Source: an optimization exercise on an open RTL-to-GDS flow (aim: small area and a short achievable clock period). Production flows keep margins and buffers that such runs may drop.
At most, simulation tests tie the RTL to the original design; equivalence was not proved.
No functional check of the RTL was part of run 1.
Power figures rest on the tool's default switching activity, not on a simulated workload.

<file path="run.sh">
#!/bin/bash
# synth_recipe.tcl (not shown) runs the flow's synth.tcl, then flattens the netlist and writes it again
# the make line also repeats each setting of config.mk as NAME=value (left out here)
make -C /OpenROAD-flow-scripts/flow DESIGN_CONFIG=/design/flow/config.mk WORK_HOME=/design/flow/orfs CLKGATE_MAP_FILE= SYNTH_SCRIPT=/design/flow/synth_recipe.tcl finish
</file>
<file path="config.mk">
export PLATFORM = sky130hd
export DESIGN_NAME = wavegen_top
export DESIGN_NICKNAME = wavegen_top
export VERILOG_FILES = /design/flow/design.v
export SDC_FILE = /design/flow/constraint.sdc
export NUM_CORES = 4
export LEC_CHECK = 0
export CAP_MARGIN = 20
export CORE_MARGIN = 2
export CORE_UTILIZATION = 55
export CTS_CLUSTER_DIAMETER = 250
export CTS_CLUSTER_SIZE = 25
export SETUP_SLACK_MARGIN = 4.6
export SLEW_MARGIN = 20
export TNS_END_PERCENT = 0
</file>
<file path="constraint.sdc">
create_clock -name core_clock -period 7.0 [get_ports {clk}]
set_input_delay 1.4000 -clock core_clock [delete_from_list [all_inputs] [get_ports {clk}]]
set_output_delay 1.4000 -clock core_clock [all_outputs]
set_load 0.01 [all_outputs]
</file>
<file path="design.v">
package wavegen_pkg;
    typedef enum logic [2:0] {
        NOP    = 3'd0,   
        LINE   = 3'd1,   
        INCR   = 3'd2,
        DECR   = 3'd3,
        JUMP   = 3'd4,   
        X_RECT = 3'd5,   
        Y_RECT = 3'd6    
    } opcode_e;
    typedef struct packed {
        opcode_e                op;
        logic [8-1:0] a;
        logic [8-1:0] b;
    } instr_t;
    typedef enum logic [2:0] {
        FETCH,
        P0,
        P1,
        P2,
        P3
    } phase_e;
    typedef enum logic [1:0] {
        HOLD,
        UP,
        DOWN
    } step_e;
endpackage
module program_regs
(
    input  logic                    clk,
    input  logic                    reset,
    input  logic                    wb_cyc,
    input  logic                    wb_stb,
    input  logic                    wb_we,
    input  logic [5-1:0] wb_adr,
    input  logic [32-1:0] wb_dat_w,
    output logic [32-1:0] wb_dat_r,
    output logic                    wb_ack,
    output logic                    run,
    output logic [18:0]             x_instr,
    input  logic [8-1:0] x_sel,
    output logic [18:0]             y_instr,
    input  logic [8-1:0] y_sel
);
    localparam int INSTR_W = 3 + 2 * 8;   
    localparam int DEPTH   = 8;
    logic [INSTR_W-1:0] x_mem [0:DEPTH-1];
    logic [INSTR_W-1:0] y_mem [0:DEPTH-1];
    logic               accept;
    logic               wr;
    logic               ctrl_hit;
    logic [DEPTH-1:0]   idx_hit;     
    logic [DEPTH-1:0]   x_hit, y_hit;
    logic [INSTR_W-1:0] wdata;
    logic [INSTR_W-1:0] rd_data;
    assign accept   = wb_cyc && wb_stb && !wb_ack;
    assign wr       = accept && wb_we;
    assign ctrl_hit = (wb_adr == 5'd0);
    always_comb begin
        for (int i = 0; i < DEPTH; i++) begin
            idx_hit[i] = (wb_adr[3-1:0] == i);
            x_hit[i]   = idx_hit[i] && wb_adr[4] && !wb_adr[3];
            y_hit[i]   = idx_hit[i] && wb_adr[4] &&  wb_adr[3];
        end
    end
    assign wdata = reset ? '0 : wb_dat_w[INSTR_W-1:0];
    always_ff @(posedge clk) begin
        for (int i = 0; i < DEPTH; i++) begin
            if (reset || (wr && x_hit[i])) begin
                x_mem[i] <= wdata;
            end
            if (reset || (wr && y_hit[i])) begin
                y_mem[i] <= wdata;
            end
        end
    end
    always_ff @(posedge clk) begin
        if (reset) begin
            run <= 1'b0;
        end else if (wr && ctrl_hit) begin
            run <= wb_dat_w[0];
        end
    end
    always_ff @(posedge clk) begin
        if (reset) begin
            wb_ack <= 1'b0;
        end else begin
            wb_ack <= accept;
        end
    end
    always_comb begin
        rd_data = '0;
        for (int i = 0; i < DEPTH; i++) begin
            rd_data = rd_data | ({INSTR_W{x_hit[i]}} & x_mem[i])
                              | ({INSTR_W{y_hit[i]}} & y_mem[i]);
        end
        rd_data[0] = rd_data[0] | (ctrl_hit & run);
    end
    always_ff @(posedge clk) begin
        wb_dat_r[INSTR_W-1:0] <= rd_data;
    end
    assign wb_dat_r[32-1:INSTR_W] = '0;
    always_comb begin
        x_instr = '0;
        y_instr = '0;
        for (int i = 0; i < DEPTH; i++) begin
            x_instr = x_instr | ({INSTR_W{x_sel[i]}} & x_mem[i]);
            y_instr = y_instr | ({INSTR_W{y_sel[i]}} & y_mem[i]);
        end
    end
endmodule
module wave_sequencer
(
    input  logic                   clk,
    input  logic                   reset,
    input  logic                   run,
    input  logic [18:0]            instr,        
    output logic [8-1:0] fetch_sel,  
    output logic [8-1:0] level
);
    logic                   fetch;
    logic [8-1:0] sel;
    logic                   ramp;
    logic                   up, dn;
    logic                   isrect, isy;
    logic [1:0]             ph;
    logic [7:0]             rem;
    logic [7:0]             ra, rb;
    logic [2:0] op;
    logic [7:0] ia, ib;
    assign op = instr[18:16];
    assign ia = instr[15:8];
    assign ib = instr[7:0];
    assign fetch_sel = sel;
    logic [7:0] lvl_inc, lvl_dec;
    assign lvl_inc = level + 8'd1;
    assign lvl_dec = level - 8'd1;
    logic f;
    assign f = fetch;
    logic       r_up;
    logic [7:0] r_level;
    assign r_up    = (rb > level);
    assign r_level = r_up ? lvl_inc : lvl_dec;
    logic       n_fetch;
    logic       n_ramp;
    logic       n_up, n_dn;
    logic [1:0] n_ph;
    logic [7:0] n_rem;
    logic [7:0] n_level;
    logic       ia_z, ia_le1, ib_z;
    logic [7:0] ib_max1;
    assign ia_z    = (ia == 8'd0);
    assign ia_le1  = (ia[7:1] == 7'd0);
    assign ib_z    = (ib == 8'd0);
    assign ib_max1 = {ib[7:1], ib[0] | ib_z};
    logic       last;
    logic [1:0] nph;
    logic [7:0] nlen;
    logic       nlen_z;
    assign last   = (rem[7:2] == 6'd0) && (rem[1:0] == ((ph == 2'd0) ? 2'd2 : 2'd1));
    assign nph    = ph + 2'd1;
    assign nlen   = nph[0] ? rb : ra;
    assign nlen_z = (nlen == 8'd0);
    always_comb begin
        n_fetch = 1'b0;
        n_ramp  = 1'b0;
        n_up    = up;
        n_dn    = dn;
        n_ph    = ph;
        n_rem   = rem - 8'd1;
        n_level = level;
        if (f) begin
            n_up  = 1'b0;
            n_dn  = 1'b0;
            n_ph  = 2'd0;
            n_rem = ia;
            case (op)
                3'd4: begin                          
                    n_level = ia;
                    n_fetch = 1'b1;
                end
                3'd1: begin                          
                    n_level = ia;
                    n_fetch = (ia == ib);            
                    n_ramp  = 1'b1;
                end
                3'd2: begin                          
                    if (!ia_z) n_level = lvl_inc;
                    n_fetch = ia_le1;
                    n_up    = 1'b1;
                end
                3'd3: begin                          
                    if (!ia_z) n_level = lvl_dec;
                    n_fetch = ia_le1;
                    n_dn    = 1'b1;
                end
                3'd5: begin                          
                    if (!ia_z) n_level = lvl_inc;
                    if (ia_le1) begin
                        n_ph  = 2'd1;                
                        n_rem = ib_max1;
                    end else begin
                        n_up  = 1'b1;
                    end
                end
                3'd6: begin                          
                    if (ia_le1) begin
                        n_ph  = 2'd1;                
                        n_rem = ib_max1;
                        n_up  = !ib_z;
                    end
                end
                default: n_fetch = 1'b1;             
            endcase
        end else if (ramp) begin
            n_ramp  = 1'b1;
            n_level = r_level;
            n_fetch = (r_level == rb);
        end else begin
            if (up) n_level = lvl_inc;
            if (dn) n_level = lvl_dec;
            if (last) begin
                if (!isrect || ph == 2'd3) begin
                    n_fetch = 1'b1;
                end else begin
                    n_ph  = nph;
                    n_rem = {nlen[7:1], nlen[0] | nlen_z};
                    n_up  = !nlen_z && isy && (nph == 2'd1);
                    n_dn  = !nlen_z && (isy ? (nph == 2'd3) : (nph == 2'd2));
                end
            end
        end
    end
    always_ff @(posedge clk) begin
        if (reset || !run) begin
            fetch <= 1'b1;
            sel   <= {{(8-1){1'b0}}, 1'b1};
            level <= '0;
        end else begin
            fetch <= n_fetch;
            level <= n_level;
            if (f) sel <= {sel[8-2:0], sel[8-1]};
        end
    end
    always_ff @(posedge clk) begin
        ramp <= n_ramp;
        up   <= n_up;
        dn   <= n_dn;
        ph   <= n_ph;
        rem  <= n_rem;
        if (f) begin
            ra     <= ia;
            rb     <= ib;
            isrect <= (op == 3'd5) || (op == 3'd6);
            isy    <= (op == 3'd6);
        end
    end
endmodule
module wavegen_top (
    input  logic                    clk,
    input  logic                    reset,
    input  logic                    wb_cyc,
    input  logic                    wb_stb,
    input  logic                    wb_we,
    input  logic [5-1:0] wb_adr,
    input  logic [32-1:0] wb_dat_w,
    output logic [32-1:0] wb_dat_r,
    output logic                    wb_ack,
    output logic [8-1:0]  dac_x,
    output logic [8-1:0]  dac_y
);
    logic                      run;
    logic [18:0]               x_instr, y_instr;
    logic [8-1:0] x_sel, y_sel;
    program_regs prog_regs (
        .clk         (clk),
        .reset       (reset),
        .wb_cyc      (wb_cyc),
        .wb_stb      (wb_stb),
        .wb_we       (wb_we),
        .wb_adr      (wb_adr),
        .wb_dat_w    (wb_dat_w),
        .wb_dat_r    (wb_dat_r),
        .wb_ack      (wb_ack),
        .run         (run),
        .x_instr     (x_instr),
        .x_sel       (x_sel),
        .y_instr     (y_instr),
        .y_sel       (y_sel)
    );
    wave_sequencer x_seq (
        .clk       (clk),
        .reset     (reset),
        .run       (run),
        .instr     (x_instr),
        .fetch_sel (x_sel),
        .level     (dac_x)
    );
    wave_sequencer y_seq (
        .clk       (clk),
        .reset     (reset),
        .run       (run),
        .instr     (y_instr),
        .fetch_sel (y_sel),
        .level     (dac_y)
    );
endmodule
</file>
==> impl_results.html, run 1 <==
<table>
<tr><th>Metric</th><th>Value</th></tr>
<tr><th colspan="2">Run status</th></tr>
<tr><td>Run status</td><td>no timing/DRC/antenna violations</td></tr>
<tr><th colspan="2">Synth</th></tr>
<tr><td>Count of warnings emitted by yosys</td><td>5</td></tr>
<tr><td>Mapped Cells</td><td>1,622</td></tr>
<tr><td>EDFF count, synth</td><td>350</td></tr>
<tr><td>Flip-flop and latch count after synthesis</td><td>about 420</td></tr>
<tr><td>Cell area after technology mapping</td><td>around 0.02 mm²</td></tr>
<tr><td>Avg Synthesized Cell Area</td><td>between 10 and 15 µm²</td></tr>
<tr><td>Share of flip-flops with an asynchronous set or reset</td><td>0</td></tr>
<tr><td>Main synth FF type</td><td>sky130_fd_sc_hd__edfxtp_1</td></tr>
<tr><td>Count of unique library cells instantiated by Yosys</td><td>between 70 and 80</td></tr>
<tr><td>Sequential fraction of the synthesis area</td><td>0.598</td></tr>
<tr><th colspan="2">Drt</th></tr>
<tr><td>DR vias/cell</td><td>7.26</td></tr>
<tr><td>Final routed wirelength across all metal layers</td><td>about 75 mm</td></tr>
<tr><td>Vias post-DR</td><td>approximately 17,000</td></tr>
<tr><td>Routed length per instance</td><td>approximately 32 µm</td></tr>
<tr><td>Routed Antenna Nets</td><td>0</td></tr>
<tr><td>Initial detailed-routing violation count</td><td>2,787</td></tr>
<tr><td>Drt first pass iters</td><td>7</td></tr>
<tr><td>Post-route DRC</td><td>0</td></tr>
<tr><th colspan="2">Worst setup path</th></tr>
<tr><td>R2R Setup Slk</td><td>approximately 4.3 ns</td></tr>
<tr><td>Reg2reg path depth</td><td>10</td></tr>
<tr><td>Data required time at the worst endpoint</td><td>roughly 7.5 ns</td></tr>
<tr><td>Data arrival time of the worst path</td><td>roughly 3.2 ns</td></tr>
<tr><td>Kind of end point of the critical path</td><td>flip-flop</td></tr>
<tr><td>Critical path startpoint category</td><td>flip-flop</td></tr>
<tr><td>Kind of critical path</td><td>flip-flop to flip-flop</td></tr>
<tr><td>Reg2reg end</td><td>x_seq.level[2]</td></tr>
<tr><td>Critical-path maximum fanout</td><td>21</td></tr>
<tr><td>FF-to-FF Start</td><td>x_seq.sel[0]</td></tr>
<tr><th colspan="2">Power</th></tr>
<tr><td>PwrDens</td><td>207 mW/mm²</td></tr>
<tr><td>Standby leakage power</td><td>0.00874 µW</td></tr>
<tr><td>Maximum vdd drop</td><td>just over 200 µV</td></tr>
<tr><th colspan="2">CTS</th></tr>
<tr><td>Root buf cell</td><td>sky130_fd_sc_hd__clkbuf_16</td></tr>
<tr><td>Clock sink count</td><td>421</td></tr>
<tr><td>Post-CTS Hold Fix Bufs</td><td>0</td></tr>
<tr><td>Worst-path clk slew</td><td>between 0.1 and 0.15 ns</td></tr>
<tr><td>H-tree lvl count</td><td>1</td></tr>
<tr><td>Clock tree from TritonCTS</td><td>yes</td></tr>
<tr><td>Worst-case clock buffer depth</td><td>3</td></tr>
<tr><td>Number of buffers created by CTS</td><td>20</td></tr>
<tr><td>Later-pin clock latency in the skew report</td><td>0.57 ns</td></tr>
<tr><th colspan="2">Die</th></tr>
<tr><td>Core box area</td><td>0.0357 mm²</td></tr>
<tr><td>Number of core rows</td><td>69</td></tr>
<tr><td>Chip width</td><td>~190 µm</td></tr>
<tr><td>Area enclosed by the die boundary</td><td>0.0378 mm²</td></tr>
<tr><td>Top-level port count</td><td>91</td></tr>
<tr><td>Starting density of the core</td><td>0.560</td></tr>
<tr><td>Height of the die</td><td>195 µm</td></tr>
<tr><th colspan="2">Global routing</th></tr>
<tr><td>GR Overflow Total</td><td>0</td></tr>
<tr><td>Largest net degree at the start of global routing</td><td>69</td></tr>
<tr><td>Via count of the first global-routing pass</td><td>approximately 16,000</td></tr>
<tr><td>Overall Global Routing Usage</td><td>0.373</td></tr>
<tr><td>Wire length of the first global-routing pass</td><td>around 100 mm</td></tr>
<tr><td>Initial antenna violation count</td><td>0</td></tr>
<tr><th colspan="2">Timing</th></tr>
<tr><td>Setup TNS</td><td>0 ns</td></tr>
<tr><td>Post-route clock period utilization</td><td>0.388</td></tr>
<tr><td>Worst setup skew after layout</td><td>between 0.02 and 0.025 ns</td></tr>
<tr><td>Fmax</td><td>368 MHz</td></tr>
<tr><td>Max-Slew Margin vs Limit</td><td>0.213</td></tr>
<tr><td>Setup repair after global routing missed its margin</td><td>yes</td></tr>
<tr><td>Endpoints failing setup</td><td>0</td></tr>
<tr><td>Final-report hold violation count</td><td>0</td></tr>
<tr><td>Number of pins exceeding their max-slew limit in the final report</td><td>0</td></tr>
<tr><td>Least-Margin Pin Slew</td><td>between 1 and 1.5 ns</td></tr>
<tr><td>Fin crit period</td><td>2.72 ns</td></tr>
<tr><th colspan="2">Placed design</th></tr>
<tr><td>Detailed-placement wirelength estimate</td><td>between 30 and 40 mm</td></tr>
<tr><td>Last weighted congestion value of the routability-driven placer</td><td>0.900</td></tr>
<tr><td>Buffers added on ports</td><td>64</td></tr>
<tr><th colspan="2">Final layout</th></tr>
<tr><td>Largest registers ranked by flip-flop count</td><td>prog_regs.x_mem (152), prog_regs.y_mem (152), prog_regs.wb_dat_r (19)</td></tr>
<tr><td>Final core occ</td><td>0.688</td></tr>
<tr><td>Area growth syn-to-layout</td><td>22.8%</td></tr>
<tr><td>Total number of nets in the final design</td><td>between 1,500 and 2,000</td></tr>
<tr><td>Ratio of cells with drive above 1 in the final layout</td><td>0.223</td></tr>
<tr><th colspan="2">Min path</th></tr>
<tr><td>Worst Hold Depth</td><td>1</td></tr>
<tr><td>Endpoint with the worst hold slack</td><td>prog_regs.wb_ack</td></tr>
<tr><td>Worst hold start</td><td>prog_regs.wb_ack</td></tr>
<tr><td>Path category of the worst min-delay check</td><td>flip-flop to flip-flop</td></tr>
<tr><th colspan="2">Job</th></tr>
<tr><td>Max Cap Viol</td><td>0</td></tr>
</table>
-- final cells by class --
type	count	area, µm²
multi-input combinational	1062	8090
inverter	37	160
fill	2567	11100
tap	461	577
clock inverter	2	46.3
clock buffer	32	546
antenna	2	5.00
sequential	421	12000
timing repair buffer	295	3080
-- what timing repair did --
action,CTS,global route
pin swaps,40,38
buffers inserted,121,74
endpoints found under the setup margin,724,671
cloned,7,5
resized for setup,142,105
-- layer usage --
metal	global-route usage	up-vias	part of all wire
met1	0.496	8192	0.36
met4	0.197	0	0.070
met2	0.571	1342	0.44
met5	0	-	0
met3	0.0878	346	0.13
li1	-	6896	-
-- stage by stage --
stage               power (µW)  setup WS, ns  cells  hold slack [ns]  cell area [µm²]
floorplan                 3370          4.28   1634            0.471            20200
global placement          3590          2.82   2069            0.434            21100
detailed placement        3600          2.83   2069            0.439            21100
CTS                       5010          4.19   2231            0.453            23400
global route              5210          4.22   2310            0.490            24500
finish                    5080          4.28   2312            0.451            24500
-- cell usage after synthesis (6+ instances only) --
cell	number	area, µm²
sky130_fd_sc_hd__a31oi_1	9	56.3
sky130_fd_sc_hd__buf_4	13	97.6
sky130_fd_sc_hd__buf_1	18	67.6
sky130_fd_sc_hd__nand2b_1	11	68.8
sky130_fd_sc_hd__xor2_1	30	263
sky130_fd_sc_hd__a21o_1	19	143
sky130_fd_sc_hd__a22o_1	75	657
sky130_fd_sc_hd__a22oi_1	158	1190
sky130_fd_sc_hd__nor2b_1	26	163
sky130_fd_sc_hd__mux2i_1	39	390
sky130_fd_sc_hd__mux2_2	6	67.6
sky130_fd_sc_hd__nor3_1	36	180
sky130_fd_sc_hd__nand3b_1	8	60.1
sky130_fd_sc_hd__nand2_1	78	293
sky130_fd_sc_hd__o31ai_1	6	45.0
sky130_fd_sc_hd__nand3_1	25	125
sky130_fd_sc_hd__inv_1	36	135
sky130_fd_sc_hd__buf_2	15	75.1
sky130_fd_sc_hd__buf_6	6	67.6
sky130_fd_sc_hd__nor4_1	18	113
sky130_fd_sc_hd__o21ai_0	43	215
sky130_fd_sc_hd__dfxtp_1	71	1420
sky130_fd_sc_hd__o211ai_1	10	75.1
sky130_fd_sc_hd__edfxtp_1	350	10500
sky130_fd_sc_hd__a21oi_1	58	290
sky130_fd_sc_hd__xnor2_1	37	324
sky130_fd_sc_hd__and4_1	9	78.8
sky130_fd_sc_hd__and3_1	6	37.5
sky130_fd_sc_hd__o22ai_1	10	62.6
sky130_fd_sc_hd__a221oi_1	79	692
sky130_fd_sc_hd__o21ai_1	6	30.0
sky130_fd_sc_hd__nand4_1	59	369
sky130_fd_sc_hd__clkbuf_1	69	259
sky130_fd_sc_hd__nor2_1	81	304
sky130_fd_sc_hd__ha_1	28	350
-- worst max-delay path: stages, from the launching register on --
cell and delay (ns):
sky130_fd_sc_hd__dfxtp_1 0.34, sky130_fd_sc_hd__buf_12 0.18, sky130_fd_sc_hd__a22oi_2 0.21, sky130_fd_sc_hd__nand4_1 0.28, sky130_fd_sc_hd__or4_4 0.62, sky130_fd_sc_hd__nor4_4 0.16
sky130_fd_sc_hd__nor3b_4 0.25, sky130_fd_sc_hd__o22ai_4 0.16, sky130_fd_sc_hd__buf_4 0.19, sky130_fd_sc_hd__buf_4 0.12, sky130_fd_sc_hd__o32ai_1 0.10
-- layout by cell type, fill, tap and decap left out, drive strengths merged, types with 11 or more instances in the layout --
cell type,instances
a21o,19
a21oi,58
a221oi,80
a22o,75
a22oi,162
buf,227
clkbuf,42
clkdlybuf4s50,22
conb,13
dfxtp,71
dlygate4sd2,28
edfxtp,350
ha,28
inv,32
mux2i,39
nand2,78
nand2b,11
nand3,25
nand4,62
nor2,88
nor2b,26
nor3,36
nor4,20
o21ai,50
xnor2,37
xor2,30
-- logic make-up (layout without fill, tap and decap cells) --
group / after synthesis / after routing / share of synthesized area
XOR/XNOR: 68 / 68 / 0.0305
multiplexers: 45 / 45 / 0.0229
flip-flops: 421 / 421 / 0.598
other: 1 / 15 / 0.000188
AO/OA/AOI/OAI: 512 / 512 / 0.191
buffers and inverters: 158 / 366 / 0.0354
adder cells (fa/ha/maj): 28 / 28 / 0.0176
AND/OR/NAND/NOR: 389 / 396 / 0.104
-- report_power, final --
part | switching (µW) | internal (µW)
clock network | 785 | 583
logic | 394 | 284
registers | 121 | 2910
-- worst max path at each step --
stage	start	to	slack (ns)	cells past startpoint
final	x_seq.sel[0]	x_seq.level[2]	4.28	10
after global routing	x_seq.level[5]	x_seq.level[5]	4.22	11
after CTS	y_seq.sel[6]	y_seq.level[5]	4.19	10
after detailed placement	wb_adr[4]	prog_regs.x_mem[7][9]	2.83	5
after global placement	wb_adr[3]	prog_regs.y_mem[7][12]	2.82	5
after floorplan	wb_adr[3]	prog_regs.x_mem[0][0]	4.28	5
==> run 2, diff against run 1 <==
--- a/design.v
+++ b/design.v
@@ -139,7 +139,3 @@
     logic f;
-    assign f = fetch;
-    logic       r_up;
-    logic [7:0] r_level;
-    assign r_up    = (rb > level);
-    assign r_level = r_up ? lvl_inc : lvl_dec;
+    assign f = fetch || (ramp && level == rb);
     logic       n_fetch;
@@ -184,3 +180,2 @@
                     n_level = ia;
-                    n_fetch = (ia == ib);            
                     n_ramp  = 1'b1;
@@ -217,4 +212,3 @@
             n_ramp  = 1'b1;
-            n_level = r_level;
-            n_fetch = (r_level == rb);
+            n_level = (rb > level) ? lvl_inc : lvl_dec;
         end else begin
==> flow/run.sh (new file) <==
#!/bin/bash
# The standard layout (standard.sh), with the port buffers that ORFS's
# buffer_ports inserts made plain sky130_fd_sc_hd__buf_4 cells instead of the
# buffer it picks by default (a delay cell). Every port still gets its buffer.
set -euo pipefail
export BUFFER_PORTS_ARGS="-buffer_cell sky130_fd_sc_hd__buf_4"
bash standard.sh synth > synth.log 2>&1
bash standard.sh > layout.log 2>&1
==> standard.sh (new file) <==
#!/bin/bash
# synth_recipe.tcl (not shown) runs the flow's synth.tcl, then flattens the netlist and writes it again
# the make line also repeats each setting of config.mk as NAME=value (left out here)
make -C /OpenROAD-flow-scripts/flow DESIGN_CONFIG=/design/flow/config.mk WORK_HOME=/design/flow/orfs CLKGATE_MAP_FILE= SYNTH_SCRIPT=/design/flow/synth_recipe.tcl "${@:-finish}"
removed: run.sh
==> run 2 against run 1 <==
Against the previous run: worst hold slack improved by 0.076 ns; global-route usage decreased by 0.90 points; highest routed layer unchanged; clock power about the same; synthesized cell count decreased by 6.2%; utilization decreased by 3.4 points; cell count decreased by 7.1%.
==> impl_results.html, run 2 <==
<table>
<tr><th>Metric</th><th>Value</th></tr>
<tr><th colspan="2">Synth</th></tr>
<tr><td>Cell area after technology mapping</td><td>0.0193 mm² (-3.1%)</td></tr>
<tr><td>Most used standard cells in the synthesized netlist</td><td>350 x sky130_fd_sc_hd__edfxtp_1, 200 x sky130_fd_sc_hd__a22oi_1, 90 x sky130_fd_sc_hd__nand2_1</td></tr>
<tr><td>Leading post-synthesis cells by cell area</td><td>sky130_fd_sc_hd__edfxtp_1 54%, sky130_fd_sc_hd__a22oi_1 7.8%, sky130_fd_sc_hd__dfxtp_1 7.3%, sky130_fd_sc_hd__mux2i_1 1.9%, sky130_fd_sc_hd__a21oi_1 1.8%</td></tr>
<tr><td>Share of flip-flops with an asynchronous set or reset</td><td>0 (unchanged)</td></tr>
<tr><td>Mapped Cells</td><td>1,522 (-6.2%)</td></tr>
<tr><td>Library cell with the largest summed area after synthesis</td><td>sky130_fd_sc_hd__edfxtp_1</td></tr>
<tr><td>Main synth FF type</td><td>sky130_fd_sc_hd__edfxtp_1</td></tr>
<tr><td>Sequential fraction of the synthesis area</td><td>0.617 (+0.0190)</td></tr>
<tr><td>EDFF count, synth</td><td>350 (unchanged)</td></tr>
<tr><td>Count of warnings emitted by yosys</td><td>5 (unchanged)</td></tr>
<tr><td>Simple-gate area share of the yosys netlist</td><td>0.107 (+0.00299)</td></tr>
<tr><td>Flip-flop and latch count after synthesis</td><td>421 (unchanged)</td></tr>
<tr><td>Main combinational cell family by area after synthesis</td><td>compound AO/OA/AOI/OAI gates</td></tr>
<tr><td>Multiplexer share of the synthesized area</td><td>0.0199 (-0.00302)</td></tr>
<tr><td>Fraction of synthesized cell area taken by the top area cell type</td><td>0.543 (+0.0167)</td></tr>
<tr><td>Area fraction in compound gates after synthesis</td><td>0.185 (-0.00667)</td></tr>
<tr><td>Parity-gate share of the synthesized area counting xor and xnor cells</td><td>0.0109 (-0.0197)</td></tr>
<tr><td>Count of unique library cells instantiated by Yosys</td><td>77 (+5.5%)</td></tr>
<tr><td>Most numerous cell in the Yosys netlist</td><td>sky130_fd_sc_hd__edfxtp_1</td></tr>
<tr><td>Avg Synthesized Cell Area</td><td>12.7 µm² (+3.3%)</td></tr>
<tr><td>Fraction of the mapped netlist area in adder cells</td><td>0.0181 (+0.000557)</td></tr>
<tr><th colspan="2">Run status</th></tr>
<tr><td>Run status</td><td>no timing/DRC/antenna violations</td></tr>
<tr><th colspan="2">Drt</th></tr>
<tr><td>Vias post-DR</td><td>15,235 (-9.2%)</td></tr>
<tr><td>Post-route DRC</td><td>0 (unchanged)</td></tr>
<tr><td>DR vias/cell</td><td>7.09 (-2.3%)</td></tr>
<tr><td>Drt first pass iters</td><td>6 (-1)</td></tr>
<tr><td>Routed length per instance</td><td>31.4 µm (-2.7%)</td></tr>
<tr><td>Routed Antenna Nets</td><td>0 (unchanged)</td></tr>
<tr><td>Final routed wirelength across all metal layers</td><td>67.4 mm (-9.6%)</td></tr>
<tr><td>Initial detailed-routing violation count</td><td>2,193 (-21%)</td></tr>
<tr><th colspan="2">Timing</th></tr>
<tr><td>Post-route clock period utilization</td><td>0.377 (-0.0116)</td></tr>
<tr><td>Setup repair after global routing missed its margin</td><td>yes</td></tr>
<tr><td>Least-Margin Pin Slew</td><td>1.08 ns (-0.101 ns)</td></tr>
<tr><td>Post-route worst setup slack</td><td>4.36 ns (+0.0813 ns)</td></tr>
<tr><td>Fmax</td><td>379 MHz (+3.1%)</td></tr>
<tr><td>Max-Slew Margin vs Limit</td><td>0.280 (+0.0674)</td></tr>
<tr><td>Final-report hold violation count</td><td>0 (unchanged)</td></tr>
<tr><td>Endpoints failing setup</td><td>0 (unchanged)</td></tr>
<tr><td>Setup TNS</td><td>0 ns (unchanged)</td></tr>
<tr><td>Number of pins exceeding their max-slew limit in the final report</td><td>0 (unchanged)</td></tr>
<tr><td>Worst setup skew after layout</td><td>0.0228 ns (-0.000564 ns)</td></tr>
<tr><td>Fin crit period</td><td>2.64 ns (-0.0813 ns)</td></tr>
<tr><th colspan="2">Final layout</th></tr>
<tr><td>Ratio of cells with drive above 1 in the final layout</td><td>0.224 (+0.000499)</td></tr>
<tr><td>Most common cell after layout, fill and taps aside</td><td>sky130_fd_sc_hd__edfxtp_1</td></tr>
<tr><td>Most frequent cells in the layout</td><td>350 x sky130_fd_sc_hd__edfxtp_1, 195 x sky130_fd_sc_hd__a22oi_1, 188 x sky130_fd_sc_hd__buf_4, 87 x sky130_fd_sc_hd__nand2_1, 70 x sky130_fd_sc_hd__a21oi_1</td></tr>
<tr><td>Area growth syn-to-layout</td><td>17.0%</td></tr>
<tr><td>Total number of nets in the final design</td><td>1,749 (-8.3%)</td></tr>
<tr><td>Largest registers ranked by flip-flop count</td><td>prog_regs.x_mem (152), prog_regs.y_mem (152), prog_regs.wb_dat_r (19)</td></tr>
<tr><th colspan="2">Power</th></tr>
<tr><td>PwrDens</td><td>218 mW/mm² (+5.4%)</td></tr>
<tr><td>Overall power consumption</td><td>4940 µW (-2.7%)</td></tr>
<tr><td>Cell internal power dissipation</td><td>3720 µW (-1.7%)</td></tr>
<tr><td>Maximum vdd drop</td><td>205 µV (+0.75%)</td></tr>
<tr><td>Sw power</td><td>1230 µW (-5.8%)</td></tr>
<tr><td>Combinational Power Share</td><td>0.107 (-0.027)</td></tr>
<tr><td>Switching part of the total power</td><td>0.248 (-0.00800)</td></tr>
<tr><td>Part of the power in registers</td><td>0.614 (+0.017)</td></tr>
<tr><td>Part of the total power dissipated in the clock network</td><td>0.279 (+0.010)</td></tr>
<tr><td>Standby leakage power</td><td>0.00783 µW (-10%)</td></tr>
<tr><th colspan="2">Placed design</th></tr>
<tr><td>Last weighted congestion value of the routability-driven placer</td><td>0.858 (-4.7%)</td></tr>
<tr><td>Worst slack after detailed placement</td><td>2.96 ns (+0.134 ns)</td></tr>
<tr><td>Detailed-placement wirelength estimate</td><td>37.8 mm (-4.9%)</td></tr>
<tr><td>Buffers added on ports</td><td>64 (unchanged)</td></tr>
<tr><th colspan="2">Worst setup path</th></tr>
<tr><td>Kind of critical path</td><td>flip-flop to flip-flop</td></tr>
<tr><td>Kind of end point of the critical path</td><td>flip-flop</td></tr>
<tr><td>Reg2reg path depth</td><td>11 (+1)</td></tr>
<tr><td>Data arrival time of the worst path</td><td>3.13 ns (-0.05 ns)</td></tr>
<tr><td>Critical path startpoint category</td><td>flip-flop</td></tr>
<tr><td>Data required time at the worst endpoint</td><td>7.50 ns (+0.03 ns)</td></tr>
<tr><td>Critical-path maximum fanout</td><td>5 (-76%)</td></tr>
<tr><th colspan="2">Die</th></tr>
<tr><td>Area enclosed by the die boundary</td><td>0.0367 mm² (-3.0%)</td></tr>
<tr><td>Starting density of the core</td><td>0.559 (-0.00113)</td></tr>
<tr><td>Top-level port count</td><td>91 (unchanged)</td></tr>
<tr><td>Number of core rows</td><td>68 (-1.4%)</td></tr>
<tr><td>Core box area</td><td>0.0346 mm² (-2.9%)</td></tr>
<tr><td>Chip width</td><td>192 µm (-1.5%)</td></tr>
<tr><td>Height of the die</td><td>192 µm (-1.5%)</td></tr>
<tr><th colspan="2">Global routing</th></tr>
<tr><td>GR Overflow Total</td><td>0 (unchanged)</td></tr>
<tr><td>Via count of the first global-routing pass</td><td>14,184 (-8.8%)</td></tr>
<tr><td>Wire length of the first global-routing pass</td><td>95.3 mm (-7.6%)</td></tr>
<tr><td>Initial antenna violation count</td><td>0 (unchanged)</td></tr>
<tr><td>Largest net degree at the start of global routing</td><td>43 (-38%)</td></tr>
<tr><td>Overall Global Routing Usage</td><td>0.364 (-0.00902)</td></tr>
<tr><th colspan="2">CTS</th></tr>
<tr><td>Root buf cell</td><td>sky130_fd_sc_hd__clkbuf_16</td></tr>
<tr><td>Worst-path clk slew</td><td>0.12 ns (about the same)</td></tr>
<tr><td>H-tree lvl count</td><td>1 (unchanged)</td></tr>
<tr><td>Worst-case clock buffer depth</td><td>3 (unchanged)</td></tr>
<tr><td>Later-pin clock latency in the skew report</td><td>0.57 ns (about the same)</td></tr>
<tr><td>Post-CTS Hold Fix Bufs</td><td>0 (unchanged)</td></tr>
<tr><td>Number of buffers created by CTS</td><td>20 (unchanged)</td></tr>
<tr><td>Clock sink count</td><td>421 (unchanged)</td></tr>
<tr><td>Clock tree from TritonCTS</td><td>yes</td></tr>
<tr><th colspan="2">Job</th></tr>
<tr><td>Max Cap Viol</td><td>0 (unchanged)</td></tr>
<tr><th colspan="2">Min path</th></tr>
<tr><td>Path category of the worst min-delay check</td><td>flip-flop to flip-flop</td></tr>
<tr><td>Worst Hold Depth</td><td>2 (+1)</td></tr>
</table>
[run 2: cell count changes after synthesis, sizes merged, moves of 12 or more]
cell / change
nand2: +12
a22oi: +50
clkbuf: -28
o21ai: -19
a21oi: +12
a22o: -44
and3: +15
xor2: -23
a221oi: -41
nor2: -16
xnor2: -20
buf: +16
[run 2: area by class of cell]
type	count	area, µm²
fill	2581	12000
tap	455	569
antenna	1	2.50
timing repair buffer	226	2110
clock buffer	36	603
multi-input combinational	972	7210
sequential	421	12000
inverter	38	159
[run 2: routing by layer]
metal  part of all wire  GRT usage
met5                  0          0
met3               0.12     0.0793
met1               0.38      0.503
met2               0.46      0.554
met4              0.041      0.162
[run 2: through the flow]
step	cell area, µm²	hold slack [ns]	util	instances
floorplan	19700	0.462	-	1534
global placement	20200	0.485	0.584	1969
detailed placement	20200	0.499	0.584	1969
CTS	21800	0.521	0.629	2085
global route	22600	0.543	0.653	2148
finish	22600	0.527	0.654	2149
[run 2: power groups by stage]
stage / combinational [µW] / clock (µW) / sequential [µW]
2_1_floorplan: 261 / 0 / 3060
3_3_place_gp: 421 / 0 / 3090
3_5_place_dp: 424 / 0 / 3090
4_1_cts: 469 / 1380 / 3030
5_1_grt: 556 / 1460 / 3050
6_report: 527 / 1380 / 3040
[run 2: critical path, stage by stage (launching register included)]
cell                       delay (ns)
sky130_fd_sc_hd__dfxtp_4         0.39
sky130_fd_sc_hd__inv_1           0.08
sky130_fd_sc_hd__ha_1            0.30
sky130_fd_sc_hd__nand4_1         0.17
sky130_fd_sc_hd__o31a_4          0.39
sky130_fd_sc_hd__buf_4           0.15
sky130_fd_sc_hd__or4_4           0.45
sky130_fd_sc_hd__o21ai_4         0.12
sky130_fd_sc_hd__buf_4           0.15
sky130_fd_sc_hd__o22ai_1         0.07
sky130_fd_sc_hd__o2111a_1        0.15
sky130_fd_sc_hd__nor3_2          0.14
[run 2: cell families (layout without fill, tap and decap cells)]
kind of cell    count (synthesis)  in the layout
compound gates                478            479
xor+xnor                       24             24
fa+ha+maj                      28             28
buf+inv                       147            300
flops                         421            421
mux                            38             38
other cells                     1             14
simple gates                  385            390
[run 2: worst paths after layout]
| kind | start | slack (ns) | to |
|---|---|---|---|
| setup / recovery | x_seq.level[6] | 4.36 | x_seq.level[5] |
| hold / removal | prog_regs.x_mem[5][2] | 0.53 | prog_regs.wb_dat_r[2] |
| setup reg to reg | x_seq.level[6] | 4.36 | x_seq.level[5] |
| hold reg to reg | prog_regs.x_mem[5][2] | 0.53 | prog_regs.wb_dat_r[2] |
[run 2: what timing repair did]
item                                    4_1_cts  5_1_grt
pin swaps                                    26       31
cloned                                        7        2
endpoints found under the setup margin      458      530
endpoints found under the hold margin         0        0
setup buffers                                73       61
gates resized for setup                      38       66
==> run 3, diff against run 2 <==
--- a/design.v
+++ b/design.v
@@ -127,3 +127,3 @@
     logic [1:0]             ph;
-    logic [7:0]             rem;
+    logic [7:0]             cnt;
     logic [7:0]             ra, rb;
@@ -144,6 +144,5 @@
     logic [1:0] n_ph;
-    logic [7:0] n_rem;
+    logic [7:0] n_cnt;
     logic [7:0] n_level;
     logic       ia_z, ia_le1, ib_z;
-    logic [7:0] ib_max1;
     assign ia_z    = (ia == 8'd0);
@@ -151,4 +150,5 @@
     assign ib_z    = (ib == 8'd0);
-    assign ib_max1 = {ib[7:1], ib[0] | ib_z};
     logic       last;
+    logic [7:0] len;
+    logic [7:0] cnt_inc;
     logic [1:0] nph;
@@ -156,4 +156,6 @@
     logic       nlen_z;
-    assign last   = (rem[7:2] == 6'd0) && (rem[1:0] == ((ph == 2'd0) ? 2'd2 : 2'd1));
-    assign nph    = ph + 2'd1;
+    assign len     = ph[0] ? rb : ra;
+    assign cnt_inc = cnt + 8'd1;
+    assign last    = (cnt_inc == len) || (len == 8'd0);
+    assign nph     = ph + 2'd1;
     assign nlen   = nph[0] ? rb : ra;
@@ -166,3 +168,3 @@
         n_ph    = ph;
-        n_rem   = rem - 8'd1;
+        n_cnt   = cnt_inc;
         n_level = level;
@@ -172,3 +174,3 @@
             n_ph  = 2'd0;
-            n_rem = ia;
+            n_cnt = {7'd0, !ia_le1};
             case (op)
@@ -196,3 +198,2 @@
                         n_ph  = 2'd1;                
-                        n_rem = ib_max1;
                     end else begin
@@ -204,3 +205,2 @@
                         n_ph  = 2'd1;                
-                        n_rem = ib_max1;
                         n_up  = !ib_z;
@@ -221,3 +221,3 @@
                     n_ph  = nph;
-                    n_rem = {nlen[7:1], nlen[0] | nlen_z};
+                    n_cnt = '0;
                     n_up  = !nlen_z && isy && (nph == 2'd1);
@@ -244,3 +244,3 @@
         ph   <= n_ph;
-        rem  <= n_rem;
+        cnt  <= n_cnt;
         if (f) begin
--- a/config.mk
+++ b/config.mk
@@ -12,2 +12,3 @@
 export CTS_CLUSTER_SIZE = 25
+export GPL_ROUTABILITY_DRIVEN = 0
 export SETUP_SLACK_MARGIN = 4.6
==> run 3 against run 2 <==
Against the previous run: critical path depth shrank 4; sequential share of layout area shrank 0.20 points; sequential cell count is the same.
==> impl_results.html, run 3 <==
<table>
<tr><th>Metric</th><th>Value</th></tr>
<tr><th colspan="2">Run status</th></tr>
<tr><td>Run status</td><td>no timing/DRC/antenna violations</td></tr>
<tr><th colspan="2">Timing</th></tr>
<tr><td>Worst setup skew after layout</td><td>0.0205 ns (-0.00227 ns)</td></tr>
<tr><td>Least-Margin Pin Slew</td><td>1.06 ns (-0.0169 ns)</td></tr>
<tr><td>Endpoints failing setup</td><td>0 (unchanged)</td></tr>
<tr><td>Fmax</td><td>388 MHz (+2.4%)</td></tr>
<tr><td>Fin crit period</td><td>2.58 ns (-0.0614 ns)</td></tr>
<tr><td>Setup repair after global routing missed its margin</td><td>yes</td></tr>
<tr><td>Final-report hold violation count</td><td>0 (unchanged)</td></tr>
<tr><td>Number of pins exceeding their max-slew limit in the final report</td><td>0 (unchanged)</td></tr>
<tr><td>Post-route clock period utilization</td><td>0.368 (-0.00878)</td></tr>
<tr><td>Max-Slew Margin vs Limit</td><td>0.292 (+0.0113)</td></tr>
<tr><td>Setup TNS</td><td>0 ns (unchanged)</td></tr>
<tr><th colspan="2">Drt</th></tr>
<tr><td>Highest metal layer with signal wires</td><td>met5</td></tr>
<tr><td>Routed wl met2</td><td>30.5 mm (-0.65%)</td></tr>
<tr><td>Routed Antenna Nets</td><td>0 (unchanged)</td></tr>
<tr><td>Drt first pass iters</td><td>6 (unchanged)</td></tr>
<tr><td>Initial detailed-routing violation count</td><td>2,385 (+8.8%)</td></tr>
<tr><td>Post-route DRC</td><td>0 (unchanged)</td></tr>
<tr><td>Routed length on met1</td><td>25.0 mm (-1.8%)</td></tr>
<tr><td>Routed length per instance</td><td>32.7 µm (+4.3%)</td></tr>
<tr><td>DR vias/cell</td><td>7.21 (+1.7%)</td></tr>
<tr><td>Final routed wirelength across all metal layers</td><td>68.8 mm (+2.0%)</td></tr>
<tr><td>Vias post-DR</td><td>15,142 (-0.61%)</td></tr>
<tr><td>Met3 WL post-DR</td><td>9.13 mm (+8.5%)</td></tr>
<tr><th colspan="2">Worst setup path</th></tr>
<tr><td>Critical path startpoint category</td><td>input port</td></tr>
<tr><td>Critical path origin</td><td>wb_adr[4]</td></tr>
<tr><td>R2R Setup Slk</td><td>4.48 ns (+0.12 ns)</td></tr>
<tr><td>Critical-path maximum fanout</td><td>10 (+5)</td></tr>
<tr><td>FF-to-FF Start</td><td>y_seq.sel[0]</td></tr>
<tr><td>Kind of end point of the critical path</td><td>flip-flop</td></tr>
<tr><td>Setup crit end</td><td>prog_regs.y_mem[4][4]</td></tr>
<tr><td>Data arrival time of the worst path</td><td>2.84 ns (-0.29 ns)</td></tr>
<tr><td>Kind of critical path</td><td>input port to flip-flop</td></tr>
<tr><td>Reg2reg path depth</td><td>8 (-3)</td></tr>
<tr><td>Reg2reg end</td><td>y_seq.level[5]</td></tr>
<tr><td>Data required time at the worst endpoint</td><td>7.27 ns (-0.23 ns)</td></tr>
<tr><th colspan="2">Job</th></tr>
<tr><td>Max Cap Viol</td><td>0 (unchanged)</td></tr>
<tr><th colspan="2">Min path</th></tr>
<tr><td>Path category of the worst min-delay check</td><td>flip-flop to flip-flop</td></tr>
<tr><th colspan="2">Synth</th></tr>
<tr><td>Count of warnings emitted by yosys</td><td>5 (unchanged)</td></tr>
<tr><td>Fraction of synthesized cell area taken by the top area cell type</td><td>0.556 (+0.0132)</td></tr>
<tr><td>Main synth FF type</td><td>sky130_fd_sc_hd__edfxtp_1</td></tr>
<tr><td>Count of unique library cells instantiated by Yosys</td><td>70 (-9.1%)</td></tr>
<tr><td>Parity-gate share of the synthesized area counting xor and xnor cells</td><td>0.0226 (+0.0117)</td></tr>
<tr><td>Share of flip-flops with an asynchronous set or reset</td><td>0 (unchanged)</td></tr>
<tr><td>Fraction of the mapped netlist area in adder cells</td><td>0.0172 (-0.000886)</td></tr>
<tr><td>Leading post-synthesis cells by cell area</td><td>sky130_fd_sc_hd__edfxtp_1 56%, sky130_fd_sc_hd__dfxtp_1 7.5%, sky130_fd_sc_hd__a22oi_1 6.9%, sky130_fd_sc_hd__a221oi_1 3.2%, sky130_fd_sc_hd__a22o_1 2.7%</td></tr>
<tr><td>Simple-gate area share of the yosys netlist</td><td>0.0959 (-0.0115)</td></tr>
<tr><td>Multiplexer share of the synthesized area</td><td>0.0150 (-0.00495)</td></tr>
<tr><td>Most numerous cell in the Yosys netlist</td><td>sky130_fd_sc_hd__edfxtp_1</td></tr>
<tr><td>Sequential fraction of the synthesis area</td><td>0.632 (+0.0150)</td></tr>
<tr><td>Flip-flop and latch count after synthesis</td><td>421 (unchanged)</td></tr>
<tr><td>Most used standard cells in the synthesized netlist</td><td>350 x sky130_fd_sc_hd__edfxtp_1, 173 x sky130_fd_sc_hd__a22oi_1, 75 x sky130_fd_sc_hd__nand2_1</td></tr>
<tr><td>Area fraction in compound gates after synthesis</td><td>0.186 (+0.000964)</td></tr>
<tr><td>Mapped Cells</td><td>1,461 (-4.0%)</td></tr>
<tr><td>Library cell with the largest summed area after synthesis</td><td>sky130_fd_sc_hd__edfxtp_1</td></tr>
<tr><td>Main combinational cell family by area after synthesis</td><td>compound AO/OA/AOI/OAI gates</td></tr>
<tr><td>Avg Synthesized Cell Area</td><td>12.9 µm² (+1.7%)</td></tr>
<tr><td>Cell area after technology mapping</td><td>0.0189 mm² (-2.4%)</td></tr>
<tr><td>EDFF count, synth</td><td>350 (unchanged)</td></tr>
<tr><th colspan="2">Die</th></tr>
<tr><td>Number of core rows</td><td>67 (-1.5%)</td></tr>
<tr><td>Area enclosed by the die boundary</td><td>0.0358 mm² (-2.3%)</td></tr>
<tr><td>Core box area</td><td>0.0337 mm² (-2.7%)</td></tr>
<tr><td>Chip width</td><td>189 µm (-1.2%)</td></tr>
<tr><td>Starting density of the core</td><td>0.560 (+0.00180)</td></tr>
<tr><td>Top-level port count</td><td>91 (unchanged)</td></tr>
<tr><td>Height of the die</td><td>189 µm (-1.2%)</td></tr>
<tr><th colspan="2">Power</th></tr>
<tr><td>Maximum vdd drop</td><td>218 µV (+6.5%)</td></tr>
<tr><td>Standby leakage power</td><td>0.00784 µW (+0.17%)</td></tr>
<tr><td>PwrDens</td><td>216 mW/mm² (-1.0%)</td></tr>
<tr><th colspan="2">CTS</th></tr>
<tr><td>Worst-case clock buffer depth</td><td>3 (unchanged)</td></tr>
<tr><td>Number of buffers created by CTS</td><td>20 (unchanged)</td></tr>
<tr><td>H-tree lvl count</td><td>1 (unchanged)</td></tr>
<tr><td>Later-pin clock latency in the skew report</td><td>0.57 ns (about the same)</td></tr>
<tr><td>Root buf cell</td><td>sky130_fd_sc_hd__clkbuf_16</td></tr>
<tr><td>Clock tree from TritonCTS</td><td>yes</td></tr>
<tr><td>Worst-path clk slew</td><td>0.10 ns (-0.02 ns)</td></tr>
<tr><td>Clock sink count</td><td>421 (unchanged)</td></tr>
<tr><th colspan="2">Global routing</th></tr>
<tr><td>Via count of the first global-routing pass</td><td>14,237 (+0.37%)</td></tr>
<tr><td>Wire length of the first global-routing pass</td><td>95.7 mm (+0.47%)</td></tr>
<tr><td>GR Overflow Total</td><td>0 (unchanged)</td></tr>
<tr><td>Initial antenna violation count</td><td>1 (+1)</td></tr>
<tr><td>Largest net degree at the start of global routing</td><td>40 (-7.0%)</td></tr>
<tr><td>Overall Global Routing Usage</td><td>0.370 (+0.00650)</td></tr>
<tr><th colspan="2">Final layout</th></tr>
<tr><td>Most frequent cells in the layout</td><td>350 x sky130_fd_sc_hd__edfxtp_1, 193 x sky130_fd_sc_hd__buf_4, 161 x sky130_fd_sc_hd__a22oi_1, 69 x sky130_fd_sc_hd__nand2_1, 69 x sky130_fd_sc_hd__a221oi_1</td></tr>
<tr><td>Final std cell area, no fill</td><td>0.0228 mm² (+0.58%)</td></tr>
<tr><td>Largest registers ranked by flip-flop count</td><td>prog_regs.x_mem (152), prog_regs.y_mem (152), prog_regs.wb_dat_r (19)</td></tr>
<tr><td>Area used by sequential logic in the layout</td><td>0.0120 mm² (+0.20%)</td></tr>
<tr><td>Most common cell after layout, fill and taps aside</td><td>sky130_fd_sc_hd__edfxtp_1</td></tr>
<tr><td>Fill cell total of the finished layout</td><td>2,507 (-2.9%)</td></tr>
<tr><td>Area growth syn-to-layout</td><td>20.5%</td></tr>
<tr><td># diodes</td><td>0 (-1)</td></tr>
<tr><td>Ratio of cells with drive above 1 in the final layout</td><td>0.245 (+0.0211)</td></tr>
<tr><td>Total number of nets in the final design</td><td>1,708 (-2.3%)</td></tr>
<tr><td>Area of combinational cells with multiple inputs</td><td>0.00713 mm² (-1.1%)</td></tr>
<tr><th colspan="2">Placed design</th></tr>
<tr><td>Buffers added on ports</td><td>64 (unchanged)</td></tr>
<tr><td>Cell area after placement</td><td>0.0200 mm² (-1.2%)</td></tr>
<tr><td>Detailed-placement wirelength estimate</td><td>36.5 mm (-3.4%)</td></tr>
</table>
[run 3: changes by cell type after synthesis, sizes merged, moves of 10 or more]
| cell | delta |
|---|---|
| a221oi | +30 |
| nand3 | -16 |
| a22oi | -39 |
| o22ai | -10 |
| o21ai | -11 |
| mux2i | -11 |
| a21oi | -32 |
| a22o | +27 |
| nand2 | -15 |
| clkbuf | +15 |
| xnor2 | +13 |
| buf | -21 |
[run 3: where the power goes]
part / internal (µW) / switching (µW)
combinational: 206 / 319
sequential: 2910 / 111
clock: 590 / 786
[run 3: layout make-up]
class	count	share of cell area
inverters	36	0.00649
clock buffers	35	0.0263
well taps	448	0.0246
repair buffers	240	0.102
multi-input cells	921	0.313
flip-flops and latches	421	0.527
[run 3: metal layers]
metal,global-route usage,vias to the layer above
li1,-,6266
met1,0.487,7417
met2,0.572,1185
met3,0.0988,272
met4,0.180,2
met5,0,-
[run 3: worst min path at each step]
| stage | from | endpoint | slack (ns) | cells past startpoint |
|---|---|---|---|---|
| final | prog_regs.wb_ack | prog_regs.wb_ack | 0.45 | 1 |
| after global routing | prog_regs.wb_ack | prog_regs.wb_ack | 0.49 | 1 |
| after global placement | prog_regs.wb_ack | prog_regs.wb_ack | 0.43 | 1 |
| after CTS | prog_regs.wb_ack | prog_regs.wb_ack | 0.45 | 1 |
| after detailed placement | prog_regs.wb_ack | prog_regs.wb_ack | 0.43 | 1 |
| after floorplan | prog_regs.x_mem[4][7] | prog_regs.wb_dat_r[7] | 0.47 | 2 |
[run 3: critical path, cell delays in order]
cell,delay (ns)
sky130_fd_sc_hd__buf_4,0.13
sky130_fd_sc_hd__nor2b_2,0.28
sky130_fd_sc_hd__nand2_4,0.16
sky130_fd_sc_hd__nor2_4,0.20
sky130_fd_sc_hd__buf_4,0.30
sky130_fd_sc_hd__a21o_4,0.20
sky130_fd_sc_hd__buf_12,0.16
[run 3: through the flow]
stage | hold WS [ns] | setup WS [ns] | utilization | instances | total power [µW]
2_1_floorplan | 0.471 | 4.26 | - | 1473 | 3270
6_report | 0.455 | 4.42 | 0.675 | 2101 | 4920
3_3_place_gp | 0.429 | 3.00 | 0.592 | 1910 | 3460
3_5_place_dp | 0.435 | 3.10 | 0.593 | 1910 | 3470
4_1_cts | 0.453 | 4.50 | 0.659 | 2075 | 4870
5_1_grt | 0.485 | 4.38 | 0.675 | 2101 | 5030
[run 3: kinds of logic (layout without fill, tap and decap cells)]
group / Yosys count / after routing
AOI/OAI and AO/OA: 455 / 456
xor gates and xnor gates: 44 / 44
adders and majority gates: 26 / 26
buffers and inverters: 139 / 311
DFF: 421 / 421
muxes: 28 / 28
other: 1 / 13
and+or+nand+nor: 347 / 354
[run 3: repair_timing]
| action | 4_1_cts | 5_1_grt |
|---|---|---|
| hold buffers | 0 | 0 |
| endpoints found under the setup margin | 427 | 511 |
| gates resized for setup | 128 | 67 |
| gates cloned | 8 | 5 |
| buffers inserted | 122 | 21 |
| pin swaps | 40 | 18 |
==> run 4, diff against run 3 <==
--- a/config.mk
+++ b/config.mk
@@ -12,3 +12,3 @@
 export CTS_CLUSTER_SIZE = 25
-export GPL_ROUTABILITY_DRIVEN = 0
+export PLACE_DENSITY = 0.72
 export SETUP_SLACK_MARGIN = 4.6
==> run 4 against run 3 <==
Against the previous run: still clean; sequential share of layout area is essentially flat; clock skew grew 0.022 ns; synthesized cell count is the same; highest routed layer is now met4.
==> impl_results.html, run 4 <==
<table>
<tr><th>Metric</th><th>Value</th></tr>
<tr><th colspan="2">Run status</th></tr>
<tr><td>Run status</td><td>no timing/DRC/antenna violations</td></tr>
<tr><th colspan="2">Drt</th></tr>
<tr><td>DR vias/cell</td><td>7.29 (+1.2%)</td></tr>
<tr><td>Post-route DRC</td><td>0 (unchanged)</td></tr>
<tr><td>Routed length per instance</td><td>30.9 µm (-5.5%)</td></tr>
<tr><td>Final routed wirelength across all metal layers</td><td>65.0 mm (-5.5%)</td></tr>
<tr><td>Initial detailed-routing violation count</td><td>2,524 (+5.8%)</td></tr>
<tr><td>Drt first pass iters</td><td>6 (unchanged)</td></tr>
<tr><td>Vias post-DR</td><td>15,312 (+1.1%)</td></tr>
<tr><td>Routed Antenna Nets</td><td>0 (unchanged)</td></tr>
<tr><th colspan="2">Die</th></tr>
<tr><td>Number of core rows</td><td>67 (unchanged)</td></tr>
<tr><td>Area enclosed by the die boundary</td><td>0.0358 mm² (unchanged)</td></tr>
<tr><td>Height of the die</td><td>189 µm (unchanged)</td></tr>
<tr><td>Top-level port count</td><td>91 (unchanged)</td></tr>
<tr><td>Starting density of the core</td><td>0.560 (unchanged)</td></tr>
<tr><td>Core box area</td><td>0.0337 mm² (unchanged)</td></tr>
<tr><td>Chip width</td><td>189 µm (unchanged)</td></tr>
<tr><th colspan="2">Synth</th></tr>
<tr><td>EDFF count, synth</td><td>350 (unchanged)</td></tr>
<tr><td>Mapped Cells</td><td>1,461 (unchanged)</td></tr>
<tr><td>Avg Synthesized Cell Area</td><td>12.9 µm² (unchanged)</td></tr>
<tr><td>Most numerous cell in the Yosys netlist</td><td>sky130_fd_sc_hd__edfxtp_1</td></tr>
<tr><td>Cell area after technology mapping</td><td>0.0189 mm² (unchanged)</td></tr>
<tr><td>Share of flip-flops with an asynchronous set or reset</td><td>0 (unchanged)</td></tr>
<tr><td>Count of unique library cells instantiated by Yosys</td><td>70 (unchanged)</td></tr>
<tr><td>Most used standard cells in the synthesized netlist</td><td>350 x sky130_fd_sc_hd__edfxtp_1, 173 x sky130_fd_sc_hd__a22oi_1, 75 x sky130_fd_sc_hd__nand2_1</td></tr>
<tr><td>Flip-flop and latch count after synthesis</td><td>421 (unchanged)</td></tr>
<tr><td>Main synth FF type</td><td>sky130_fd_sc_hd__edfxtp_1</td></tr>
<tr><td>Sequential fraction of the synthesis area</td><td>0.632 (unchanged)</td></tr>
<tr><td>Count of warnings emitted by yosys</td><td>5 (unchanged)</td></tr>
<tr><td>Library cell with the largest summed area after synthesis</td><td>sky130_fd_sc_hd__edfxtp_1</td></tr>
<tr><td>Leading post-synthesis cells by cell area</td><td>sky130_fd_sc_hd__edfxtp_1 56%, sky130_fd_sc_hd__dfxtp_1 7.5%, sky130_fd_sc_hd__a22oi_1 6.9%, sky130_fd_sc_hd__a221oi_1 3.2%, sky130_fd_sc_hd__a22o_1 2.7%</td></tr>
<tr><td>Fraction of synthesized cell area taken by the top area cell type</td><td>0.556 (unchanged)</td></tr>
<tr><th colspan="2">CTS</th></tr>
<tr><td>Number of buffers created by CTS</td><td>20 (unchanged)</td></tr>
<tr><td>Root buf cell</td><td>sky130_fd_sc_hd__clkbuf_16</td></tr>
<tr><td>Clock sink count</td><td>421 (unchanged)</td></tr>
<tr><td>Worst-path clk slew</td><td>0.10 ns (about the same)</td></tr>
<tr><td>H-tree lvl count</td><td>1 (unchanged)</td></tr>
<tr><td>Worst-case clock buffer depth</td><td>3 (unchanged)</td></tr>
<tr><td>Later-pin clock latency in the skew report</td><td>0.58 ns (about the same)</td></tr>
<tr><td>Post-CTS Hold Fix Bufs</td><td>0 (unchanged)</td></tr>
<tr><td>Clock tree from TritonCTS</td><td>yes</td></tr>
<tr><th colspan="2">Worst setup path</th></tr>
<tr><td>Data arrival time of the worst path</td><td>3.10 ns (+0.26 ns)</td></tr>
<tr><td>Cell chain of the critical path</td><td>ha_4 -&gt; and4_4 -&gt; a31oi_4 -&gt; buf_8 -&gt; nor4_4 -&gt; o21bai_4 -&gt; buf_4 -&gt; a32o_1 -&gt; a211oi_1 -&gt; o32ai_1</td></tr>
<tr><td>Buffers and inverters on the worst path</td><td>2 (-1)</td></tr>
<tr><td>Critical Path Slowest Stage Cell</td><td>sky130_fd_sc_hd__edfxtp_1</td></tr>
<tr><td>Kind of critical path</td><td>flip-flop to flip-flop</td></tr>
<tr><td>Reg2reg end</td><td>y_seq.level[2]</td></tr>
<tr><td>Critical-path maximum fanout</td><td>5 (-5)</td></tr>
<tr><td>R2R Setup Slk</td><td>4.35 ns (-0.13 ns)</td></tr>
<tr><td>Reg2reg path depth</td><td>10 (+2)</td></tr>
<tr><td>Kind of end point of the critical path</td><td>flip-flop</td></tr>
<tr><td>Critical path origin</td><td>y_seq.rb[6]</td></tr>
<tr><td>CP top delay family</td><td>compound AO/OA/AOI/OAI gates</td></tr>
<tr><td>FF-to-FF Start</td><td>y_seq.rb[6]</td></tr>
<tr><td>Data required time at the worst endpoint</td><td>7.45 ns (+0.18 ns)</td></tr>
<tr><td>Critical path startpoint category</td><td>flip-flop</td></tr>
<tr><td>Slowest stage delay, CP</td><td>0.49 ns (+0.19 ns)</td></tr>
<tr><th colspan="2">Global routing</th></tr>
<tr><td>Initial antenna violation count</td><td>2 (+1)</td></tr>
<tr><td>Via count of the first global-routing pass</td><td>14,540 (+2.1%)</td></tr>
<tr><td>Overall Global Routing Usage</td><td>0.351 (-0.0192)</td></tr>
<tr><td>GR Overflow Total</td><td>0 (unchanged)</td></tr>
<tr><td>Wire length of the first global-routing pass</td><td>92.7 mm (-3.2%)</td></tr>
<tr><td>Largest net degree at the start of global routing</td><td>40 (unchanged)</td></tr>
<tr><th colspan="2">Timing</th></tr>
<tr><td>Worst setup skew after layout</td><td>0.0429 ns (+0.0223 ns)</td></tr>
<tr><td>Final-report hold violation count</td><td>0 (unchanged)</td></tr>
<tr><td>Post-route clock period utilization</td><td>0.378 (+0.0105)</td></tr>
<tr><td>Fmax</td><td>377 MHz (-2.8%)</td></tr>
<tr><td>Number of pins exceeding their max-slew limit in the final report</td><td>0 (unchanged)</td></tr>
<tr><td>Setup repair after global routing missed its margin</td><td>yes</td></tr>
<tr><td>Least-Margin Pin Slew</td><td>1.20 ns (+0.137 ns)</td></tr>
<tr><td>Fin crit period</td><td>2.65 ns (+0.0738 ns)</td></tr>
<tr><td>Setup TNS</td><td>0 ns (unchanged)</td></tr>
<tr><td>Endpoints failing setup</td><td>0 (unchanged)</td></tr>
<tr><td>Max-Slew Margin vs Limit</td><td>0.200 (-0.0918)</td></tr>
<tr><th colspan="2">Power</th></tr>
<tr><td>Combinational Power Share</td><td>0.107 (about the same)</td></tr>
<tr><td>Maximum vdd drop</td><td>190 µV (-13%)</td></tr>
<tr><td>Part of the total power dissipated in the clock network</td><td>0.278 (-0.002)</td></tr>
<tr><td>Sw power</td><td>1210 µW (-0.38%)</td></tr>
<tr><td>Part of the power in registers</td><td>0.614 (about the same)</td></tr>
<tr><td>Standby leakage power</td><td>0.00784 µW (about the same)</td></tr>
<tr><td>PwrDens</td><td>217 mW/mm² (+0.22%)</td></tr>
<tr><td>Switching part of the total power</td><td>0.246 (-0.00105)</td></tr>
<tr><td>Cell internal power dissipation</td><td>3710 µW (+0.18%)</td></tr>
<tr><th colspan="2">Final layout</th></tr>
<tr><td>Largest registers ranked by flip-flop count</td><td>prog_regs.x_mem (152), prog_regs.y_mem (152), prog_regs.wb_dat_r (19)</td></tr>
<tr><td>Total number of nets in the final design</td><td>1,706 (-0.12%)</td></tr>
<tr><td>Final std cell area, no fill</td><td>0.0227 mm² (-0.18%)</td></tr>
<tr><td>Most frequent cells in the layout</td><td>350 x sky130_fd_sc_hd__edfxtp_1, 189 x sky130_fd_sc_hd__buf_4, 172 x sky130_fd_sc_hd__a22oi_1, 71 x sky130_fd_sc_hd__nand2_1, 66 x sky130_fd_sc_hd__nand4_1</td></tr>
<tr><td>Area growth syn-to-layout</td><td>20.3%</td></tr>
<tr><td>Most common cell after layout, fill and taps aside</td><td>sky130_fd_sc_hd__edfxtp_1</td></tr>
<tr><td>Ratio of cells with drive above 1 in the final layout</td><td>0.236 (-0.00879)</td></tr>
<tr><th colspan="2">Placed design</th></tr>
<tr><td>Cell area after placement</td><td>0.0200 mm² (about the same)</td></tr>
<tr><td>Last weighted congestion value of the routability-driven placer</td><td>0.913</td></tr>
<tr><td>Buffers added on ports</td><td>64 (unchanged)</td></tr>
<tr><td>Detailed-placement wirelength estimate</td><td>35.1 mm (-3.9%)</td></tr>
<tr><th colspan="2">Min path</th></tr>
<tr><td>Endpoint with the worst hold slack</td><td>prog_regs.wb_ack</td></tr>
<tr><td>Worst hold start</td><td>prog_regs.wb_ack</td></tr>
<tr><td>Path category of the worst min-delay check</td><td>flip-flop to flip-flop</td></tr>
<tr><td>Worst Hold Depth</td><td>1 (unchanged)</td></tr>
<tr><th colspan="2">Job</th></tr>
<tr><td>Max Cap Viol</td><td>0 (unchanged)</td></tr>
</table>
-- run 4: cell type report --
cell class / instances / area (µm²)
clock inverters: 2 / 46.3
diodes: 1 / 2.50
well taps: 448 / 561
inverters: 36 / 161
flip-flops and latches: 421 / 12000
clock buffers: 33 / 549
repair buffers: 245 / 2400
multi-input cells: 914 / 7020
fillers: 2364 / 11000
-- run 4: worst max-delay path by stage --
stage,to,slack (ns),cells after the start
finish,y_seq.level[2],4.35,10
global route,y_seq.level[2],4.25,10
CTS,y_seq.ph[0],4.49,6
detailed placement,prog_regs.x_mem[0][1],3.15,5
global placement,prog_regs.x_mem[0][1],3.15,5
floorplan,prog_regs.y_mem[3][0],4.26,6
-- run 4: cell families (layout without fill, tap and decap cells) --
family,count (synthesis),in the layout,synth area share
AOI/OAI and AO/OA,455,455,0.186
xor gates and xnor gates,44,44,0.0226
adders and majority gates,26,26,0.0172
buffers and inverters,139,316,0.0319
DFF,421,421,0.632
muxes,28,28,0.0150
other,1,14,0.000199
and+or+nand+nor,347,348,0.0959
-- run 4: power groups by stage --
| stage | clock network (µW) | logic (µW) | registers [µW] |
|---|---|---|---|
| after floorplan | 0 | 230 | 3040 |
| after global placement | 0 | 377 | 3070 |
| after detailed placement | 0 | 385 | 3080 |
| after CTS | 1360 | 477 | 3020 |
| after global routing | 1450 | 549 | 3040 |
| final | 1370 | 528 | 3020 |
-- run 4: timing repair --
item	4_1_cts	5_1_grt
pin swaps	28	25
resized for setup	98	47
buffers inserted	108	36
endpoints found under the setup margin	443	497
gates cloned	3	1
-- run 4: stage by stage --
step                      worst slack (ns)   util  instances  total power (µW)  hold slack, ns
after detailed placement              3.15  0.593       1916              3460           0.437
after global placement                3.15  0.593       1916              3450           0.432
final                                 4.35  0.674       2100              4920           0.459
after CTS                             4.49  0.658       2062              4850           0.460
after global routing                  4.25  0.674       2099              5040           0.497
after floorplan                       4.26      -       1473              3270           0.471
-- run 4: layer usage --
metal  share of wire  vias to the layer above  global-route usage
li1                -                     6254                   -
met1            0.34                     7258               0.444
met2            0.44                     1441               0.543
met3            0.15                      359               0.112
met4           0.068                        0               0.184
met5               0                        -                   0

re-timing with driven ports:
No port has a modelled driver above. Below, the same layouts with a new extraction and two added sets of constraints. Step 1 assumes that a clkbuf_16 drives the clock port and a buf_2 every other input. Step 2 adds t to the input delays and takes it off the output delays; t is the mean of the earliest and latest rising clock arrival at the registers after step 1. Input paths then give back, and output paths get back, about the clock's delay inside the block. Three values: no drivers, after step 1, after step 2; two values: the first two.
run | t, ns | slack for setup (ns) | worst setup path at the end | latest minus earliest clock arrival (ns) | cell pins on the clock port's net
run 1 | 0.617 | 4.282 / 4.262 / 3.747 | input to register | 0.025 / 0.025 | 1
run 2 | 0.609 | 4.363 / 4.319 / 3.766 | input to register | 0.026 / 0.026 | 1
run 3 | 0.609 | 4.424 / 4.428 / 3.836 | input to register | 0.022 / 0.023 | 1
run 4 | 0.609 | 4.351 / 4.351 / 3.777 | input to register | 0.044 / 0.045 | 1
After both steps setup and hold are still met in every run listed. For run 2, which loses most, drivers alone change the setup slack by -0.044 ns; drivers and shift together by -0.597 ns.
